Context: an optimization exercise on an open-source flow, tuned for small area, a short achievable clock period and few clock cycles per item. The choices shown serve that exercise and are no tape-out recipe.
RTL that was checked went through simulation tests only; none was proved equivalent to the original.
No activity file was given, so power comes from the tool's default toggle rates.

before:
// averaged_sensor_range_event_unit
module averaged_sensor_range_event_unit #(
  parameter int AVERAGE_COUNT = 10
) (
  input  logic                                      clk,
  input  logic                                      rst_n,
  input  logic                                      in_valid,
  output logic                                      in_ready,
  input  logic signed [asre_pkg::SAMPLE_W-1:0]      in_sample,
  output logic                                      out_valid,
  input  logic                                      out_ready,
  output logic signed [asre_pkg::SAMPLE_W-1:0]      out_reported_value,
  output logic                                      out_range_event,
  input  logic                                      cfg_we,
  input  logic [asre_pkg::CFG_INDEX_W-1:0]          cfg_index,
  input  logic [asre_pkg::CFG_DATA_W-1:0]           cfg_wdata
);
Size: about 1300 cells after synthesis, roughly 190 flip-flops, about 58 I/O pins.
export LEC_CHECK = 0
export ABC_AREA = 1
export CAP_MARGIN = 20
export CORE_MARGIN = 2
export CORE_UTILIZATION = 40
export SLEW_MARGIN = 20
create_clock -name core_clock -period 12.0 [get_ports {clk}]
standard.sh (not shown) runs the stock make flow with config.mk's settings and CLKGATE_MAP_FILE= SYNTH_SCRIPT=/design/flow/synth_recipe.tcl, a recipe that flattens the netlist after the stock synthesis.
==> flow/flow/run.sh <==
#!/bin/bash
set -euo pipefail
here=$(pwd)
bash standard.sh \
  SETUP_SLACK_MARGIN=8.6 \
  "BUFFER_PORTS_ARGS=-buffer_cell sky130_fd_sc_hd__buf_4" \
  "POST_GLOBAL_PLACE_TCL=$here/flow/small_input_buffers.tcl" \
  finish > standard.log 2>&1
==> flow/flow/small_input_buffers.tcl <==
# After global placement: the port buffers of the inputs other than clk and
# out_ready get the smallest buffer; the later repair steps resize any that
# end up on a path that needs it.
foreach port [all_inputs] {
  set pname [get_full_name $port]
  if {$pname eq "clk" || $pname eq "out_ready"} { continue }
  set net [get_nets -quiet $pname]
  if {[llength $net] == 0} { continue }
  foreach pin [get_pins -quiet -of_objects $net] {
    set inst [get_cells -of_objects $pin]
    set master [get_property $inst ref_name]
    if {[string match "sky130_fd_sc_hd__buf_*" $master]} {
      replace_cell $inst sky130_fd_sc_hd__buf_1
    }
  }
}
before went all the way through synthesis, placement and routing and the layout is clean on timing, DRC and antenna.
### before -> after
diff --git a/flow/flow/run.sh b/flow/flow/run.sh
--- a/flow/flow/run.sh
+++ b/flow/flow/run.sh
@@ -4,3 +4,3 @@
 bash standard.sh \
-  SETUP_SLACK_MARGIN=8.6 \
+  SETUP_SLACK_MARGIN=8.5 \
   "BUFFER_PORTS_ARGS=-buffer_cell sky130_fd_sc_hd__buf_4" \
==> results.txt <==
- Between before and after, critical path depth increased.
- Cmp after and before / first-pass GRT wire length / lower: after
- Compared with before, after instantiates a smaller number of cells.
- after against before; highest achievable clock rate is down slightly.
- Compared with before, total power of the final layout in after decreased by a few percent.
- In after the core utilization turned out 1.1 points lower than in before.
- Maximum vdd ir drop on after is down relative to before.
- Min biggest fanout along the worst timing path across after and before: before
Function was not checked in any run of this note: the RTL went through the layout flow alone.


## red
averaged_sensor_range_event_unit, a different RTL version from the one above (not shown whole).
Size: roughly 1,200 cells after synthesis, ~58 I/O pins, roughly 11,000 sq um of cells after synthesis.
==> flow/design.v (excerpt) <==
module averaged_sensor_range_event_unit #(
  parameter int AVERAGE_COUNT = 10
) (
  input  logic                                      clk,
  input  logic                                      rst_n,
  input  logic                                      in_valid,
  output logic                                      in_ready,
  input  logic signed [asre_pkg::SAMPLE_W-1:0]      in_sample,
  output logic                                      out_valid,
  input  logic                                      out_ready,
  output logic signed [asre_pkg::SAMPLE_W-1:0]      out_reported_value,
  output logic                                      out_range_event,
  input  logic                                      cfg_we,
  input  logic [asre_pkg::CFG_INDEX_W-1:0]          cfg_index,
  input  logic [asre_pkg::CFG_DATA_W-1:0]           cfg_wdata
);
==> flow/config.mk <==
export PLATFORM = sky130hd
export DESIGN_NAME = averaged_sensor_range_event_unit
export DESIGN_NICKNAME = averaged_sensor_range_event_unit
export VERILOG_FILES = /design/flow/design.v
export SDC_FILE = /design/flow/constraint.sdc
export NUM_CORES = 4
export LEC_CHECK = 0
export ABC_AREA = 1
export CAP_MARGIN = 20
export CORE_MARGIN = 2
export CORE_UTILIZATION = 55
export PLACE_DENSITY = 0.75
export SLEW_MARGIN = 20
==> flow/constraint.sdc <==
create_clock -name core_clock -period 12.0 [get_ports {clk}]
set_input_delay 2.4000 -clock core_clock [delete_from_list [all_inputs] [get_ports {clk}]]
set_output_delay 2.4000 -clock core_clock [all_outputs]
set_load 0.01 [all_outputs]
==> flow/flow/run.sh <==
#!/bin/bash
set -euo pipefail
here=$(pwd)
bash standard.sh \
  SETUP_SLACK_MARGIN=8.5 \
  "BUFFER_PORTS_ARGS=-buffer_cell sky130_fd_sc_hd__buf_4" \
  "POST_GLOBAL_PLACE_TCL=$here/flow/small_input_buffers.tcl" \
  finish > standard.log 2>&1
Scripts as last shown in full above: flow/flow/small_input_buffers.tcl
Both conditions hold for red: the flow ran to the end and the final layout passed the timing, DRC and antenna checks.
Testbench counts of red, summed over its fixed seeds: cycles 16,032, items 16,000.
Input-level comparison between blue and red:
# red
export LEC_CHECK = 0
export ABC_AREA = 1
export CAP_MARGIN = 20
export CORE_MARGIN = 2
export CORE_UTILIZATION = 55
export PLACE_DENSITY = 0.75
export SLEW_MARGIN = 20
create_clock -name core_clock -period 12.0 [get_ports {clk}]
# blue
export LEC_CHECK = 0
export ABC_AREA = 1
export CAP_MARGIN = 20
export CORE_MARGIN = 2
export CORE_UTILIZATION = 65
export PLACE_DENSITY = 0.85
export SLEW_MARGIN = 20
create_clock -name core_clock -period 12.0 [get_ports {clk}]
==> comparison <==
Taking red as the reference, in blue standard cell area after detailed placement went down by about 0.54%; share of the final layout cell area in sequential cells decreased by 0.47 points relative to the old numbers. For red and blue, there was not a single run that failed to finish clean. Between red and blue, the flow reports average via count per standard cell increasing by a little under 10%. Summary of blue over red: met1 track demand over resource in global routing picked up an extra 4.7 points; total global-route track usage went up by 5.8 points; total number of vias now larger; number of cells on the critical path now larger. Worst ir drop on vdd shrinks slightly when moving from red to blue.
Relative to blue, the following input files were edited for green:
# blue
export LEC_CHECK = 0
export ABC_AREA = 1
export CAP_MARGIN = 20
export CORE_MARGIN = 2
export CORE_UTILIZATION = 65
export PLACE_DENSITY = 0.85
export SLEW_MARGIN = 20
create_clock -name core_clock -period 12.0 [get_ports {clk}]
# green
export LEC_CHECK = 0
export ABC_AREA = 1
export CAP_MARGIN = 20
export CORE_MARGIN = 2
export CORE_UTILIZATION = 40
export GPL_TIMING_DRIVEN = 1
export SLEW_MARGIN = 20
create_clock -name core_clock -period 12.0 [get_ports {clk}]
==> comparison <==
green vs blue — share of the final layout cell area in sequential cells dropped 0.22 points. Compared to blue, the router laid down less metal wire for green. [compare] base=blue new=green: pin count of the biggest net entering global routing grew by 88%; switching portion of total power fell 0.52 points. blue → green: power now sits lower; sequential cell count held steady. In green relative to blue, power of the clock network had gone up slightly. Run comparison: blue end of the critical path cnt_r[2]; green end of the critical path out_reported_value[1]. green can be clocked faster than blue. Power density over the cells, green and blue: lower on green.

-- port drivers added, routing unchanged --
In the flow no input, the clock included, has a driving cell. The finished layouts below were timed again as built, in two steps. Step 1: set_driving_cell puts a clkbuf_16 on clk and a buf_2 on each other input, an assumption about the parent block. Step 2 moves the port delays by t, midway between the first and last clock arrival at a register: inputs arrive t later, outputs are due t later. That takes back most of the time a late clock gives input paths. Slacks: ideal / step 1 / step 2; pairs: ideal / step 1.
| run | t, ns | setup WS [ns] | slew at the worst register clock pin (ns) | worst data-port slew with drivers (ns) |
|---|---|---|---|---|
| before | 0.475 | 8.549 / 8.506 / 8.276 | 0.08 / 0.08 | 0.04 |
| after | 0.481 | 8.535 / 8.490 / 8.216 | 0.08 / 0.08 | 0.04 |
| red | 0.477 | 8.538 / 8.498 / 8.225 | 0.07 / 0.07 | 0.03 |
| blue | 0.474 | 8.423 / 8.444 / 7.970 | 0.07 / 0.07 | 0.03 |
| green | 0.471 | 8.532 / 8.490 / 8.221 | 0.08 / 0.08 | 0.03 |
After both steps every run listed still meets setup and hold. The setup slack of blue, which loses most, moves by +0.021 ns with the drivers and by -0.453 ns with both steps.
